This design comes from an exercise in tuning for small area on the open sky130 flow, not from production work.
Only simulation tests tie the RTL to the original design; equivalence was not proved.
Power figures rest on the tool's default switching activity, not on a simulated workload.

==> run a <==
==> flow/design.v (excerpt) <==
module regfile_sb #(
  parameter int DW   = 64,
  parameter int NREG = 32,
  parameter int AW   = 5
) (
  input  logic            clk,
  input  logic            reset,
  input  logic            wen,
  input  logic [AW-1:0]   rD,
  input  logic [DW-1:0]   din,
  input  logic [2:0]      ppp,
  input  logic [AW-1:0]   rA,
  input  logic [AW-1:0]   rB,
  output logic [DW-1:0]   doutA,
  output logic [DW-1:0]   doutB,
  output logic            rdyA,
  output logic            rdyB,
  input  logic            iss_v,
  input  logic [AW-1:0]   iss_rd,
  input  logic            clr,
  output logic            clr_busy
);
==> module regfile_sb, before the edit <==
module regfile_sb #(
  parameter int DW   = 64,
  parameter int NREG = 32,
  parameter int AW   = 5
) (
  input  logic            clk,
  input  logic            reset,
  input  logic            wen,
  input  logic [AW-1:0]   rD,
  input  logic [DW-1:0]   din,
  input  logic [2:0]      ppp,
  input  logic [AW-1:0]   rA,
  input  logic [AW-1:0]   rB,
  output logic [DW-1:0]   doutA,
  output logic [DW-1:0]   doutB,
  output logic            rdyA,
  output logic            rdyB,
  input  logic            iss_v,
  input  logic [AW-1:0]   iss_rd,
  input  logic            clr,
  output logic            clr_busy
);
  typedef enum logic {IDLE, CLEAR} state_t;
  state_t          state_q, state_d;
  logic [AW-1:0]   cnt_q;
  logic [DW-1:0]   rf [NREG];
  logic [NREG-1:0] busy_q, busy_d;
  logic [DW-1:0]   wmask;
  logic            idle;
  logic            wr;
  logic            hitA, hitB;
  function automatic logic [DW-1:0] mask_of(
    input logic [2:0] p
  );
    logic [DW-1:0] m;
    m = '0;
    case (p)
      3'b000: m = '1;
      3'b001: m[DW-1:DW/2] = '1;
      3'b010: m[DW/2-1:0] = '1;
      3'b011,
      3'b100: begin
        for (int k = 0; k < DW/8; k++)
          if (((k % 2) == 1) == p[2])
            m[DW-1-8*k -: 8] = 8'hFF;
      end
      default: m = '0;
    endcase
    mask_of = m;
  endfunction
  assign idle  = (state_q == IDLE);
  assign wr    = idle && wen && (rD != '0);
  assign wmask = mask_of(ppp);
  assign hitA  = idle && wen && (rD == rA);
  assign hitB  = idle && wen && (rD == rB);
  always_comb begin
    state_d      = state_q;
    clr_busy = 1'b0;
    unique case (state_q)
      IDLE: begin
        if (clr)
          state_d = CLEAR;
      end
      CLEAR: begin
        clr_busy = 1'b1;
        if (cnt_q == AW'(NREG-1))
          state_d = IDLE;
      end
      default: state_d = IDLE;
    endcase
  end
  always_ff @(posedge clk) begin
    if (reset) begin
      state_q <= IDLE;
      cnt_q   <= AW'(1);
    end else begin
      state_q <= state_d;
      if (idle)
        cnt_q <= AW'(1);
      else
        cnt_q <= cnt_q + AW'(1);
    end
  end
  always_ff @(posedge clk) begin
    if (reset) begin
      for (int i = 0; i < NREG; i++)
        rf[i] <= '0;
    end else if (wr) begin
      rf[rD] <= (rf[rD] & ~wmask)
                  | (din & wmask);
    end else if (!idle) begin
      rf[cnt_q] <= '0;
    end
  end
  always_comb begin
    busy_d = busy_q;
    if (wr)
      busy_d[rD] = 1'b0;
    if (iss_v && (iss_rd != '0))
      busy_d[iss_rd] = 1'b1;
    if (clr)
      busy_d = '0;
  end
  always_ff @(posedge clk) begin
    if (reset)
      busy_q <= '0;
    else if (idle)
      busy_q <= busy_d;
  end
  always_comb begin
    doutA = '0;
    doutB = '0;
    if (rA != '0)
      doutA = hitA
        ? (rf[rA] & ~wmask) | (din & wmask)
        : rf[rA];
    if (rB != '0)
      doutB = hitB
        ? (rf[rB] & ~wmask) | (din & wmask)
        : rf[rB];
    rdyA = idle && ((rA == '0)
             || !busy_q[rA] || hitA);
    rdyB = idle && ((rB == '0)
             || !busy_q[rB] || hitB);
  end
endmodule
Settings: LEC_CHECK=0, CAP_MARGIN=20, CORE_MARGIN=2, CORE_UTILIZATION=40, SETUP_SLACK_MARGIN=0.6, SLEW_MARGIN=20; clock period 6.5 ns.
run.sh (not shown) runs the stock make flow with config.mk's settings and CLKGATE_MAP_FILE= SYNTH_SCRIPT=/design/flow/synth_recipe.tcl, a recipe that flattens the netlist after the stock synthesis.
==> run b: changes against run a <==
==> flow/design.v (replaced) <==
module regfile_sb #(
  parameter int DW   = 64,
  parameter int NREG = 32,
  parameter int AW   = 5
) (
  input  logic            clk,
  input  logic            reset,
  input  logic            wen,
  input  logic [AW-1:0]   rD,
  input  logic [DW-1:0]   din,
  input  logic [2:0]      ppp,
  input  logic [AW-1:0]   rA,
  input  logic [AW-1:0]   rB,
  output logic [DW-1:0]   doutA,
  output logic [DW-1:0]   doutB,
  output logic            rdyA,
  output logic            rdyB,
  input  logic            iss_v,
  input  logic [AW-1:0]   iss_rd,
  input  logic            clr,
  output logic            clr_busy
);
  logic [AW-1:0]   cnt_q;
  logic [DW-1:0]   rf [1:NREG-1];
  logic [NREG-1:1] busy_q;
  logic            idle;
  logic [3:0]      mc;        
  logic [DW-1:0]   dcol;      
  logic            hitA, hitB;
  logic [3:0]      fwdA, fwdB;
  function automatic int cls(input int k);
    cls = ((k >= 4) ? 2 : 0) + (k % 2);
  endfunction
  assign idle     = (cnt_q == '0);
  assign clr_busy = !idle;
  always_comb begin
    case (ppp)
      3'd0:    mc = 4'b1111;
      3'd1:    mc = 4'b0011;    
      3'd2:    mc = 4'b1100;    
      3'd3:    mc = 4'b0101;    
      3'd4:    mc = 4'b1010;    
      default: mc = 4'b0000;
    endcase
  end
  assign dcol = din & {DW{idle && !reset}};
  always_ff @(posedge clk) begin
    if (reset)
      cnt_q <= '0;
    else if (!idle)
      cnt_q <= cnt_q + AW'(1);
    else if (clr)
      cnt_q <= AW'(1);
  end
  always_ff @(posedge clk) begin
    for (int i = 1; i < NREG; i++)
      for (int k = 0; k < DW/8; k++)
        if (reset || (cnt_q == AW'(i))
            || (idle && wen && (rD == AW'(i)) && mc[cls(k)]))
          rf[i][DW-1-8*k -: 8] <= dcol[DW-1-8*k -: 8];
  end
  always_ff @(posedge clk) begin
    for (int i = 1; i < NREG; i++) begin
      if (reset)
        busy_q[i] <= 1'b0;
      else if (idle) begin
        if (clr)
          busy_q[i] <= 1'b0;
        else if (iss_v && (iss_rd == AW'(i)))
          busy_q[i] <= 1'b1;
        else if (wen && (rD == AW'(i)))
          busy_q[i] <= 1'b0;
      end
    end
  end
  assign hitA = idle && wen && (rD == rA) && (rA != '0);
  assign hitB = idle && wen && (rD == rB) && (rB != '0);
  assign fwdA = mc & {4{hitA}};
  assign fwdB = mc & {4{hitB}};
  always_comb begin
    for (int k = 0; k < DW/8; k++) begin
      logic [7:0] a, b;
      a = fwdA[cls(k)] ? din[DW-1-8*k -: 8] : 8'h00;
      b = fwdB[cls(k)] ? din[DW-1-8*k -: 8] : 8'h00;
      for (int i = 1; i < NREG; i++) begin
        if ((rA == AW'(i)) && !fwdA[cls(k)])
          a = a | rf[i][DW-1-8*k -: 8];
        if ((rB == AW'(i)) && !fwdB[cls(k)])
          b = b | rf[i][DW-1-8*k -: 8];
      end
      doutA[DW-1-8*k -: 8] = a;
      doutB[DW-1-8*k -: 8] = b;
    end
  end
  always_comb begin
    rdyA = idle;
    rdyB = idle;
    for (int i = 1; i < NREG; i++) begin
      if ((rA == AW'(i)) && busy_q[i] && !hitA) rdyA = 1'b0;
      if ((rB == AW'(i)) && busy_q[i] && !hitB) rdyB = 1'b0;
    end
  end
endmodule
==> qor summary <==
|  | run a | run b |
|---|---|---|
| Critical path endpoint | rdyA | doutB[41] |
| Fill cell instance count of the final layout | 26600 | 19800 |
| Post-synthesis instance total | 8734 | 6726 |
| Depth of the worst register-to-register path | 6 | 10 |
| Slowest stage cell, crit path | clkdlybuf4s50_1 | a2111oi_0 |
| Number of multi-input combinational cells in the layout | 5633 | 4134 |
| Synth cell types | 71 | 86 |
| PostCTS Resize Cnt | 17 | 34 |
| Switching Power | 10.3 mW | 10.1 mW |
| Number of antenna cells inserted | 59 | 62 |
| Status | finished clean | finished clean |
| Yosys top cell area share | 0.499 | 0.649 |
| Relative contribution of combinational cells to total power | 0.173 | 0.139 |
| Nonclk buf count | 761 | 939 |
| Number of antenna violations at the first check in global routing | 56 | 74 |
| Met3 track demand over resource | 0.159 | 0.206 |

-- re-timing with driven ports --
The results above use ideal ports. As a check the final layouts listed here were re-extracted and re-timed, cells and wires unchanged.
Step 1 sets driving cells, clkbuf_16 on the clock port and buf_2 on the other inputs (assumed; they add their load-dependent delay and slew).
Step 2 times the ports against the registers' clock, not the clock port: input delays grow and output delays shrink by t, the midpoint of the rising clock arrivals with the driver on.
Three values: no drivers, after step 1, after step 2; two values: the first two.
| run | t, ns | slack for setup (ns) | worst setup path at the end | worst register clock-pin slew, ns | pins driven straight from the clock port |
|---|---|---|---|---|---|
| run a | 1.070 | 0.371 / 0.243 / 0.243 | input to output | 0.07 / 0.07 | 1 |
| run b | 1.012 | 0.356 / 0.220 / 0.220 | input to output | 0.07 / 0.07 | 1 |
After both steps setup and hold are still met in every run listed. For run b, which loses most, drivers alone change the setup slack by -0.136 ns; drivers and shift together by -0.136 ns.
